Source: an optimization exercise on an open RTL-to-GDS flow (aim: small area). Production flows keep margins and buffers that such runs may drop. Only simulation tests tie the RTL to the original design; equivalence was not proved. No driver is modelled on the clock port, so clocking that relies on it looks cheaper here than on a real chip. Power figures rest on the tool's default switching activity, not on a simulated workload.

### flow/flow/run.sh
#!/bin/bash
# The standard ORFS layout with these changes:
#  - synthesis maps the logic with an area-oriented ABC script
#    (flow/synth_area.tcl, flow/area.abc); everything else in it is
#    synth_recipe.tcl's;
#  - port buffers use the smallest buffer cell;
#  - clock tree synthesis uses clkbuf_4 and no dummy loads, and then
#    flow/post_cts.tcl upsizes any clock buffer whose flip-flop clock pins
#    would see a slow edge;
#  - the floorplan step removes synthesis buffers instead of upsizing gates
#    for timing before placement.
# Floorplan, power grid, taps, placement and routing are the standard flow's.
set -euo pipefail
here=$(pwd)
export AREA_ABC_SCRIPT=$here/flow/area.abc
export BUFFER_PORTS_ARGS="-buffer_cell sky130_fd_sc_hd__buf_1"
export CTS_ARGS="-sink_clustering_enable -repair_clock_nets -dont_use_dummy_load -buf_list sky130_fd_sc_hd__clkbuf_4"
export POST_CTS_TCL=$here/flow/post_cts.tcl
# floorplan: drop synthesis buffers instead of upsizing gates for timing
# before placement (placement repairs the long nets)
export REMOVE_ABC_BUFFERS=1
# synthesis: standard.sh's make command with our synthesis script
sed "s#SYNTH_SCRIPT=[^ ]*#SYNTH_SCRIPT=$here/flow/synth_area.tcl#" standard.sh > synth_area.sh
bash synth_area.sh synth > synth.log 2>&1
# the rest of the standard flow
bash standard.sh > standard_flow.log 2>&1
### flow/flow/area.abc
strash
ifraig
dc2
balance
rewrite
refactor
balance
rewrite
rewrite -z
balance
refactor -z
rewrite -z
balance
dch
amap
### flow/flow/post_cts.tcl
# Upsize clock buffers whose flip-flop clock pins would see a slow edge
# (placement-estimated slew over 105 ps), then legalize again.
set cts_sizes {sky130_fd_sc_hd__clkbuf_2 sky130_fd_sc_hd__clkbuf_4 sky130_fd_sc_hd__clkbuf_8 sky130_fd_sc_hd__clkbuf_16}
proc cts_pin_slew_ps {pin} {
  set worst 0
  foreach edge {rise fall} {
    foreach a {min max} {
      set s [expr {[sta::time_ui_sta [get_property $pin slew_${a}_$edge]] * 1e12}]
      if {$s > $worst} { set worst $s }
    }
  }
  return $worst
}
set cts_reg_pins {}
foreach p [all_registers -clock_pins -edge_triggered] { dict set cts_reg_pins [get_full_name $p] 1 }
for {set pass 0} {$pass < 3} {incr pass} {
  estimate_parasitics -placement
  set changed 0
  foreach inst [get_cells *] {
    set i [lsearch -exact $cts_sizes [get_property $inst ref_name]]
    if {$i < 0 || $i == [llength $cts_sizes] - 1} { continue }
    set worst 0
    foreach out [get_pins -of_objects $inst -filter "direction==output"] {
      foreach p [get_pins -of_objects [get_nets -of_objects $out] -filter "direction==input"] {
        if {![dict exists $cts_reg_pins [get_full_name $p]]} { continue }
        set s [cts_pin_slew_ps $p]
        if {$s > $worst} { set worst $s }
      }
    }
    if {$worst > 105} {
      puts "post_cts: [get_full_name $inst] [get_property $inst ref_name] -> [lindex $cts_sizes [expr {$i + 1}]] (sink slew [format %.1f $worst] ps)"
      replace_cell $inst [lindex $cts_sizes [expr {$i + 1}]]
      incr changed
    }
  }
  if {$changed == 0} { break }
}
estimate_parasitics -placement
detailed_placement
check_placement -verbose
### flow/flow/synth_area.tcl
# The standard synthesis (synth_recipe.tcl), with one change: ABC maps the
# logic with an area-oriented script (flow/area.abc) instead of ORFS's speed
# script. Registers are mapped before ABC runs, so they are the standard
# synthesis's, with the same names and cells.
proc synth {args} { yosys synth -nofsm -noshare {*}$args }
proc abc {args} {
  set i [lsearch -exact $args -script]
  if {$i >= 0} { lset args [expr {$i + 1}] $::env(AREA_ABC_SCRIPT) }
  yosys abc {*}$args
}
source $::env(SCRIPTS_DIR)/synth.tcl
# left out here: clear keep_hierarchy, flatten, clean up, hide names made inside functions, write 1_2_yosys.v
### flow/standard.sh
#!/bin/bash
# synth_recipe.tcl (not shown) runs the flow's synth.tcl, then flattens the netlist and writes it again
# the make line also repeats each setting of config.mk as NAME=value (left out here)
make -C /OpenROAD-flow-scripts/flow DESIGN_CONFIG=/design/flow/config.mk WORK_HOME=/design/flow/orfs CLKGATE_MAP_FILE= SYNTH_SCRIPT=/design/flow/synth_recipe.tcl "${@:-finish}"
### flow/config.mk
export PLATFORM = sky130hd
export DESIGN_NAME = link_connection_fsm_top
export DESIGN_NICKNAME = link_connection_fsm_top
export VERILOG_FILES = /design/flow/design.v
export SDC_FILE = /design/flow/constraint.sdc
export NUM_CORES = 4
export LEC_CHECK = 0
export CAP_MARGIN = 20
export CORE_MARGIN = 2
export CORE_UTILIZATION = 40
export SLEW_MARGIN = 20
### flow/constraint.sdc
create_clock -name core_clock -period 6.0 [get_ports {clk}]
set_input_delay 1.2000 -clock core_clock [delete_from_list [all_inputs] [get_ports {clk}]]
set_output_delay 1.2000 -clock core_clock [all_outputs]
set_load 0.01 [all_outputs]
### flow/design.v
package lcf_pkg;
  localparam logic [3:0] FUNC_TICK       = 4'd0;
  localparam logic [3:0] FUNC_CONNECT    = 4'd1;
  localparam logic [3:0] FUNC_ACCEPT     = 4'd2;
  localparam logic [3:0] FUNC_DISCONNECT = 4'd3;
  localparam logic [3:0] FUNC_DISC_ACK   = 4'd4;
  localparam logic [3:0] FUNC_REMOTE     = 4'd5;
  localparam logic [3:0] FUNC_FORCE      = 4'd6;
  localparam logic [3:0] FUNC_ACTIVITY   = 4'd7;
  localparam logic [3:0] FUNC_RESET      = 4'd8;
endpackage
module link_connection_fsm_top (
  input  logic        clk,
  input  logic        rst,
  input  logic        in_valid,
  output logic        in_stall,
  input  logic [38:0] in_data,
  output logic        out_valid,
  input  logic        out_stall,
  output logic [44:0] out_data,
  input  logic        cfg_valid,
  output logic        cfg_ready,
  input  logic [3:0]  cfg_index,
  input  logic [31:0] cfg_data
);
  function automatic logic geq16(input logic [15:0] a, input logic [15:0] b);
    logic g;
    g = 1'b1;
    for (int i = 0; i < 16; i++) g = (a[i] & ~b[i]) | ((a[i] | ~b[i]) & g);
    geq16 = g;
  endfunction
  function automatic logic geq8(input logic [7:0] a, input logic [7:0] b);
    logic g;
    g = 1'b1;
    for (int i = 0; i < 8; i++) g = (a[i] & ~b[i]) | ((a[i] | ~b[i]) & g);
    geq8 = g;
  endfunction
  logic [15:0] ct_lo, dt_lo, ht_lo;    
  logic [7:0]  maxr;
  assign cfg_ready = 1'b1;
  wire        lim_big = |cfg_data[31:16];
  wire [15:0] lim_enc = lim_big ? 16'd0 : {cfg_data[15:1], cfg_data[0] | ~(|cfg_data[15:1])};
  wire [15:0] wd_100  = rst ? 16'd100  : lim_enc;
  wire [15:0] wd_1000 = rst ? 16'd1000 : lim_enc;
  wire [7:0]  wd_3    = rst ? 8'd3     : cfg_data[7:0];
  wire        we_ct = rst || (cfg_valid && cfg_index == 4'd0);
  wire        we_dt = rst || (cfg_valid && cfg_index == 4'd1);
  wire        we_ht = rst || (cfg_valid && cfg_index == 4'd2);
  wire        we_mr = rst || (cfg_valid && cfg_index == 4'd3);
  always_ff @(posedge clk) begin
    if (we_ct) ct_lo <= wd_100;
    if (we_dt) dt_lo <= wd_100;
    if (we_ht) ht_lo <= wd_1000;
    if (we_mr) maxr <= wd_3;
  end
  logic       held_valid;
  logic [3:0] h_func;
  logic       take;
  assign in_stall = held_valid && !take;
  wire   accept   = in_valid && !in_stall;
  always_ff @(posedge clk) begin
    if (rst) held_valid <= 1'b0;
    else if (!in_stall) held_valid <= in_valid;
    if (!in_stall) h_func <= in_data[38:35];
  end
  logic [1:0]  st;         
  logic [15:0] tmr;        
  logic [2:0]  reason;
  logic [31:0] uid;        
  logic        r_sc;
  logic [1:0]  r_k;        
  wire [7:0] retry = uid[7:0];
  wire [2:0] frsn  = tmr[2:0];
  assign take = held_valid && (!out_valid || !out_stall);
  wire f_tick = (h_func == 4'd0);
  wire f_conn = (h_func == 4'd1);
  wire f_acc  = (h_func == 4'd2);
  wire f_disc = (h_func == 4'd3);
  wire f_dack = (h_func == 4'd4);
  wire f_rem  = (h_func == 4'd5);
  wire f_forc = (h_func == 4'd6);
  wire f_act  = (h_func == 4'd7);
  wire f_rst  = (h_func == 4'd8);
  wire f_bad  = h_func[3] && (h_func[2:0] != 3'd0);
  wire s_disc    = (st == 2'd0);
  wire s_conning = (st == 2'd1);
  wire s_conn    = (st == 2'd2);
  wire s_discing = (st == 2'd3);
  wire uid_ld = accept && (in_data[38:35] == 4'd2) && !st[1] && !(held_valid && f_acc);
  wire rsn_ld = accept && (in_data[38:35] == 4'd6);
  logic [15:0] lim;
  always_comb begin
    lim = ({16{s_conning}} & ct_lo) | ({16{s_conn}} & ht_lo) | ({16{s_discing}} & dt_lo);
  end
  wire [16:0] tmr_p1 = {1'b0, tmr} + 17'd1;
  wire        hit    = (|lim) && geq16(tmr, lim);
  wire        rfull  = geq8(retry, maxr);
  wire t_hit   = f_tick && hit;
  wire t_retry = t_hit && s_conning && !rfull;
  wire t_fail  = t_hit && s_conning && rfull;       
  wire t_hb    = t_hit && s_conn;                   
  wire t_dto   = t_hit && s_discing;                
  wire v_conn = f_conn && s_disc;
  wire v_acc  = f_acc  && s_conning;
  wire v_disc = f_disc && s_conn;
  wire v_dack = f_dack && s_discing;
  wire v_rem  = f_rem  && !s_disc;
  wire v_forc = f_forc && !s_disc;
  wire invalid = (f_conn && !s_disc) || (f_acc && !s_conning) || (f_disc && !s_conn) ||
                 (f_dack && !s_discing) || (f_rem && s_disc) || f_bad;
  wire to_disc = t_fail || t_hb || t_dto || v_dack || v_rem || v_forc || (f_rst && !s_disc);
  wire sc      = to_disc || v_conn || v_acc || v_disc;
  logic [1:0] st_n;
  always_comb begin
    st_n = st;
    if (to_disc)     st_n = 2'd0;
    else if (v_conn) st_n = 2'd1;
    else if (v_acc)  st_n = 2'd2;
    else if (v_disc) st_n = 2'd3;
  end
  logic       rs_we;
  logic [2:0] rs_n;
  always_comb begin
    rs_we = 1'b1;
    rs_n  = 3'd0;
    if (t_fail)               rs_n = 3'd4;
    else if (t_hb)            rs_n = 3'd3;
    else if (t_dto || v_dack) rs_n = 3'd1;
    else if (v_rem)           rs_n = 3'd2;
    else if (v_forc)          rs_n = frsn;
    else if (v_conn || f_rst) rs_n = 3'd0;
    else rs_we = 1'b0;
  end
  wire tm_count = f_tick && !hit;
  wire tm_we = (f_tick || !(invalid || (f_act && !s_conn))) && !(tm_count && tmr_p1[16]);
  wire [15:0] tmr_n = tm_count ? tmr_p1[15:0] : 16'd1;
  wire rt_we = s_disc || t_retry;
  wire [7:0] retry_n = s_disc ? 8'd0 : retry + 8'd1;
  always_ff @(posedge clk) begin
    if (rst) begin
      st        <= 2'd0;
      reason    <= 3'd0;
      out_valid <= 1'b0;
    end else if (take) begin
      st        <= st_n;
      if (rs_we) reason <= rs_n;
      out_valid <= 1'b1;
    end else if (!out_stall) begin
      out_valid <= 1'b0;
    end
    if (rsn_ld)              tmr[2:0]  <= in_data[2:0];
    else if (take && tm_we)  tmr[2:0]  <= tmr_n[2:0];
    if (take && tm_we)       tmr[15:3] <= tmr_n[15:3];
    if (uid_ld)              uid[7:0]  <= in_data[10:3];
    else if (take && rt_we)  uid[7:0]  <= retry_n;
    if (uid_ld)              uid[31:8] <= in_data[34:11];
    if (take) begin
      r_sc     <= sc;
      r_k[1]   <= invalid || t_fail || t_hb || t_dto;
      r_k[0]   <= t_retry || t_dto || v_dack || v_rem || v_forc;
    end
  end
  assign out_data[44]    = !r_sc && r_k[1];
  assign out_data[43]    = r_sc && r_k[1];
  assign out_data[42]    = r_k[0] && (r_k[1] || !r_sc);
  assign out_data[41:40] = st;
  assign out_data[39:8]  = uid & {32{st[1]}};
  assign out_data[7]     = st[1];
  assign out_data[6:4]   = reason;
  assign out_data[3]     = r_sc && (st == 2'd2);
  assign out_data[2]     = r_sc && (r_k != 2'd0);
  assign out_data[1]     = r_sc && r_k == 2'd2 && reason[2];
  assign out_data[0]     = r_sc;
endmodule
==> qor.csv <==
metric;value;unit
status;timing/DRC/antenna clean;
slew margin rel.;37.00;%
Tmin final;5319;ps
Fin. Hold Viols;0;
sequential fraction of the synthesis area;64.30;%
initial antenna violation count;1;
post-DP HPWL;9149;um
worst IR drop on VDD;0.08758;mV
average size of a mapped cell;11.28;um2
DRC errors left;0;
drt first pass iters;5;
Final TNS setup;0;ps
CP required;6390;ps
Comb power frac;7.4;%
crit share post-route;88.65;%
IO buf count;126;
Worst-path clk slew;90;ps
wire per inst;15.19;um
row cnt;42;
gr usage total;17.40;%
HP Class;reg2reg;
commonest non-fill, non-tap cells in the layout;buf_1, edfxtp_1, nor2_1, clkinv_1, o21ai_0;
PwrDens;228.4;nW/um2
fin worst setup slack;680.8;ps
Worst-Skew Late Latency;520;ps
P_int;1.114;mW
Final setup viols;0;
P_sw;318.6;uW
CP Class;reg2reg;
sw frac;22.24;%
Layout area overhead;16.12;%
worst-path fanout max;18;
Post-synth EDFFs;111;
Synth Flop Type;edfxtp_1;
Achievable Freq;188.0;MHz
Startpoint Class;register;
die area;14450;um2
max-cap violation count;0;
Synth Register Bits;118;
Worst path max stage delay;520;ps
Tot Pwr;1.433;mW
CTS tree;yes;
remaining global-route overflow;0;
Total Wirelength;12070;um
worst hold slack;498.4;ps
share of cells above drive strength 1;5.178;%
Yosys top cell by area;edfxtp_1;
Static Leak;1.990;nW
Initial Util;40.95;%
share of the synthesized area in the top cell type;61.71;%
Netlist Area Pre-Place;5401;um2
Die W;120.2;um
Seq pwr share;66.9;%
leading cell type in the layout, fill and taps excluded;buf_1;
# IOs;128;
nets;702;
Initial DRC Count;284;
placed cell count;776;
Post-Layout Cell Count;795;
Synth Instances;479;
crit path DAT;5710;ps
worst-margin pin slew;944.9;ps
DR vias;4290;
Die Y;120.2;um
core area;13190;um2
clock share of power;25.6;%
number of library cell types mapped by synthesis;43;
Worst Skew;29.64;ps
asr flop ratio synth;0;%
largest cells by area after synthesis;edfxtp_1, nor2_1, nor2b_1;
Yosys warning count;1;
ANT nets after route;0;
first-pass GRT wire length;19400;um
Clock Sinks;118;
Worst setup EP type;register;
Vias/cell;5.396;
vias in the first global route;4020;
Max stage delay cell, worst path;a222oi_1;
largest net degree at the start of global routing;33;
RePlAce Congestion;0.8247;
fin. max-slew vios;0;
Placement Setup Slack;651.4;ps
Fillers;1234;
cell mode on critical path;a21oi_1;
RSZ-0062 raised after global routing;false;
## layer usage
metal  up-vias  GRT usage, %  wire, um
met5         -             0         0
met3        16         5.472       819
met2       152         26.31      5689
met4         0         6.838       194
met1      2041         23.44      5370
li1       2081             -         -
## synth_stat cells (all sizes together) (2+ instances only)
master / number
nand3: 2
dfxtp: 7
o31ai: 2
ha: 2
nand2: 31
a21oi: 20
nor2: 60
or2: 5
a221oi: 2
o221a: 2
a211oi: 2
a31oi: 5
a2111oi: 2
a22oi: 2
and3: 12
a32o: 2
o21ai: 37
nor2b: 32
edfxtp: 111
a222oi: 16
nor4: 10
nor3: 15
o21a: 3
o22ai: 12
clkinv: 47
nand4: 9
buf: 14
## registers in the layout, summed over array words and instances (netlist names)
| name | count |
|---|---|
| dt_lo | 16 |
| h_func | 4 |
| st | 2 |
| out_valid | 1 |
| uid | 32 |
| r_k | 2 |
| maxr | 8 |
| reason | 3 |
| ct_lo | 16 |
| held_valid | 1 |
| tmr | 16 |
| ht_lo | 16 |
| r_sc | 1 |
## power by group through the flow
| stage | clock network, mW | logic [mW] | registers (mW) |
|---|---|---|---|
| after floorplan | 0 | 0.0581 | 0.972 |
| after global placement | 0 | 0.104 | 0.978 |
| after detailed placement | 0 | 0.107 | 0.977 |
| after global routing | 0.416 | 0.121 | 0.963 |
| final | 0.367 | 0.106 | 0.959 |
## logic make-up (layout without fill, tap and decap cells)
| logic type | Yosys count | in the layout | share of synthesized area (%) |
|---|---|---|---|
| other cells | 1 | 2 | 0.06943 |
| buf+inv | 61 | 200 | 4.448 |
| compound gates | 116 | 116 | 14.27 |
| simple gates | 181 | 181 | 16.45 |
| flops | 118 | 118 | 64.30 |
| fa+ha+maj | 2 | 2 | 0.4632 |
## final timing paths
kind / start / to / slack, ps / cells past startpoint
setup reg to reg: st[1] / reason[1] / 680 / 32
setup / recovery: st[1] / reason[1] / 680 / 32
hold / removal: held_valid / out_valid / 500 / 2
hold reg to reg: held_valid / out_valid / 500 / 2
## area by class of cell
cell class / count / area (um2) / share of cell area [%]
multi-input cells: 300 / 1710 / 27.27
well taps: 176 / 220.2 / 3.511
inverters: 47 / 176.4 / 2.813
repair buffers: 136 / 555.5 / 8.857
diodes: 1 / 2.502 / 0.03990
clock buffers: 17 / 133.9 / 2.134
flip-flops and latches: 118 / 3473 / 55.38
## worst max-delay path: cells and delay by family, from the launching register on
kind                   cells  cell delay, ps
AND/OR/NAND/NOR           11            1250
buffers and inverters      3             450
flip-flops                 1             480
AO/OA/AOI/OAI             18            3020
## per-stage QoR
stage / cell area [um2] / utilization [%]
2_1_floorplan: 5338 / -
3_3_place_gp: 6116 / 46.37
3_5_place_dp: 6116 / 46.37
5_1_grt: 6272 / 47.55
6_report: 6272 / 47.55

## re-timing with driven ports
In the flow no input, the clock included, has a driving cell. The finished layout below was timed again as built, in two steps.
Step 1 (the two cells are an assumption about what drives the block):
set clk [get_ports {clk}]
set_driving_cell -lib_cell sky130_fd_sc_hd__clkbuf_16 $clk
set_driving_cell -lib_cell sky130_fd_sc_hd__buf_2 [delete_from_list [all_inputs] $clk]
Step 2 moves the port delays by t, midway between the first and last clock arrival at a register: inputs arrive t later, outputs are due t later. That takes back most of the time a late clock gives input paths.
Slacks: no drivers / after step 1 / after step 2; pairs: no drivers / after step 1.
t (ns): 0.534
setup slack, ns: 0.681 / 0.681 / 0.681
clock arrival spread, ns: 0.031 / 0.031
slew at the worst register clock pin (ns): 0.10 / 0.10
After both steps setup and hold are still met in this run. For this run, drivers alone change the setup slack by 0.000 ns; drivers and shift together by 0.000 ns.
